Source: an optimization exercise on an open RTL-to-GDS flow (aim: small area and a short achievable clock period). Production flows keep margins and buffers that such runs may drop. In this exercise RTL edits were held to simulation tests only and were not proved equivalent to the original. Power figures rest on the tool's default switching activity, not on a simulated workload.

## rename_unit
module rename_unit (
  input  wire        clk,
  input  wire        rst,
  input  wire        dispatch_i,
  input  wire [4:0]  req_opa_areg_i,
  input  wire [4:0]  req_opb_areg_i,
  input  wire [4:0]  req_dest_areg_i,
  input  wire        req_is_branch_i,
  input  wire        cdb_valid_i,
  input  wire [5:0]  cdb_preg_i,
  input  wire        retire_i,
  input  wire [5:0]  retire_preg_i,
  input  wire        resolve_i,
  input  wire        mispredict_i,
  output logic [5:0] rsp_opa_preg_o,
  output logic       rsp_opa_rdy_o,
  output logic [5:0] rsp_opb_preg_o,
  output logic       rsp_opb_rdy_o,
  output logic [5:0] rsp_dest_preg_o,
  output logic [5:0] rsp_dest_old_preg_o,
  output logic       stall_o
);
Size: roughly 930 flip-flops, about 48000 sq um of cells after synthesis.
Settings: LEC_CHECK=0, CAP_MARGIN=20, CORE_MARGIN=2, CORE_UTILIZATION=40, SETUP_SLACK_MARGIN=3.5, SLEW_MARGIN=20, TNS_END_PERCENT=10; clock period 8.0 ns.
run.sh (not shown) runs the stock make flow with config.mk's settings and CLKGATE_MAP_FILE= SYNTH_SCRIPT=/design/flow/synth_recipe.tcl, a recipe that flattens the netlist after the stock synthesis.
The starting point finished clean.
Change:
- CORE_UTILIZATION: 40 -> 70
- PLACE_DENSITY: default -> 0.75
- TNS_END_PERCENT: 10 -> default
Result: The changed run failed in global routing (GRT-0232); area after synthesis does not change; synthesized cell count is unchanged.
Change:
- CORE_UTILIZATION: 70 -> 40
- PLACE_DENSITY: 0.75 -> default
What happened: With this change the flow completed without violations. Synthesized area is unchanged. Synthesized cell count does not change.
Change:
- SETUP_SLACK_MARGIN: 3.5 -> default
The changed run completed without violations.
Non-clock buffer count goes down by 357.
Synthesized area stays the same.
Routed wire length is lower by 12%.
Change:
- SETUP_SLACK_MARGIN: default -> 4.0
- TNS_END_PERCENT: default -> 5
First-iteration DRC count came out higher by a quarter to a third.
Maximum frequency climbs by a quarter to a third.
Final area climbs by about a fifth.
Register-to-register slack improved by 0.63 ns.
Wire length grows by about a fifth.
Area after synthesis is unchanged.
Global-route usage went up by 3.8 points.
Die area stays the same.
Cell count went up by a few percent.

* * *

Starting RTL as in the previous note.
export LEC_CHECK = 0
export ABC_CLOCK_PERIOD_IN_PS = 4000
export CAP_MARGIN = 20
export CORE_MARGIN = 2
export CORE_UTILIZATION = 40
export SETUP_SLACK_MARGIN = 3.5
export SLEW_MARGIN = 20
create_clock -name core_clock -period 8.0 [get_ports {clk}]
The first run finished clean.
Edit:
Settings changed: ABC_CLOCK_PERIOD_IN_PS 4000 to not set, CORE_UTILIZATION 40 to 55, PLACE_DENSITY set to 0.75.
=> Critical path depth grows by 1; final cell count shrinks by 8.2%; worst setup slack degrades by 0.12 ns; wire length shrinks by 3.8%; clock skew shrinks by 0.0052 ns; count of clock-buffer cells in the layout grows by 12; power shrinks by about 3.5%.
Edit:
Settings changed: CORE_UTILIZATION 55 to 60, PLACE_DENSITY 0.75 to not set.
Outcome: Power grows by 0.92%. Sequential power stays flat. Count of clock-buffer cells in the layout shrinks by 13. Die area shrinks by 8.2%. Final cell count shrinks by 0.84%. Wire length grows by 1.8%. Maximum frequency shrinks by 0.39%. Setup slack got worse by 0.023 ns.

* * *

Another version of the RTL of rename_unit (not shown whole).
Size: about 940 flip-flops, roughly 48000 um^2 of cells after synthesis.
make LEC_CHECK=0 CAP_MARGIN=20 CORE_MARGIN=2 CORE_UTILIZATION=55 CTS_CLUSTER_DIAMETER=70 CTS_CLUSTER_SIZE=25 PLACE_DENSITY=0.75 SETUP_SLACK_MARGIN=3.5 SLEW_MARGIN=20 finish   # period 8.0 ns
The first run completed with no timing, DRC or antenna violations.
Rerun with:
Settings changed: CORE_UTILIZATION 55 to 40, CTS_CLUSTER_DIAMETER 70 to default, CTS_CLUSTER_SIZE 25 to default, PLACE_DENSITY 0.75 to default.
The changed run completed without violations.
Critical path depth rose by 1.
Non-clock buffer count rose by 14.
Final area rose by 4.3%.
Wire length rose by 4.3%.
Via count fell by 2.0%.
Register-to-register slack degrades by 0.03 ns.
Worst hold slack degrades by 0.012 ns.
Power rose by about 16%.
Rerun with:
Settings changed: CORE_UTILIZATION 40 to 60, CTS_CLUSTER_DIAMETER from default to 70, CTS_CLUSTER_SIZE from default to 25, PLACE_DENSITY from default to 0.75.
What happened: The new run ran to the end with no violations; count of clock-buffer cells in the layout fell by 56; design area drops by 4.1%; utilization climbs by 22 points; maximum frequency came out lower by 0.86%; sequential share of layout area increases by 1.8 points.
Rerun with:
Settings changed: CORE_UTILIZATION 60 to 55, CTS_CLUSTER_DIAMETER 70 to 60, CTS_CLUSTER_SIZE 25 to 30.
Effect: Sequential power barely changes. Cell count grows by 1.3%. Cell area grows by 0.92%. Utilization shrinks by 5.1 points. Die area grows by 9.0%. Total power grows by 10%. Clock power grows by 35%. Non-clock buffer count shrinks by 56. Wire length shrinks by 2.4%.
Rerun with:
Settings changed: CTS_CLUSTER_DIAMETER 60 to default, CTS_CLUSTER_SIZE 30 to default, SETUP_SLACK_MARGIN 3.5 to 3.0.
Result: The new run completed without violations. Die area is unchanged. Wire length rose by 1.1%. Sequential cell count stays the same. Utilization rises by 0.31 points.

afterwards: timing with drivers on the ports:
The flow's constraints put no driver on any port. The routed layouts listed below were extracted and timed again, unchanged, in two steps.
Step 1 assumes that a clkbuf_16 drives the clock port and a buf_2 every other input.
Step 2 times the ports against the registers' clock, not the clock port: input delays grow and output delays shrink by t, the midpoint of the rising clock arrivals with the driver on.
Three values: ideal ports, drivers, drivers and shift; two values: the first two.
run	t (ns)	setup slack, ns	worst setup path after step 2	cell pins on the clock port's net
the first run of note 1	0.793	2.267 / 1.915 / 1.915	input to output	1
the third run of note 1	0.798	2.389 / 2.011 / 2.011	input to output	1
the fourth run of note 1	0.818	0.642 / 0.590 / 0.590	input to output	1
the fifth run of note 1	0.802	2.284 / 1.933 / 1.933	input to output	1
the first run of note 2	0.798	2.389 / 2.011 / 2.011	input to output	1
the second run of note 2	0.788	2.273 / 1.859 / 1.859	input to output	1
the third run of note 2	0.752	2.251 / 1.959 / 1.959	input to output	1
the first run of note 3	0.773	2.264 / 1.979 / 1.979	input to output	1
the second run of note 3	0.817	2.320 / 1.943 / 1.943	input to output	1
the third run of note 3	0.747	2.270 / 2.037 / 2.037	input to output	1
the fourth run of note 3	0.760	2.270 / 1.953 / 1.953	input to output	1
the fifth run of note 3	0.775	2.202 / 2.014 / 2.014	input to output	1
After both steps setup and hold are still met in every run listed. For the second run of note 2, which loses most, drivers alone change the setup slack by -0.414 ns; drivers and shift together by -0.414 ns.
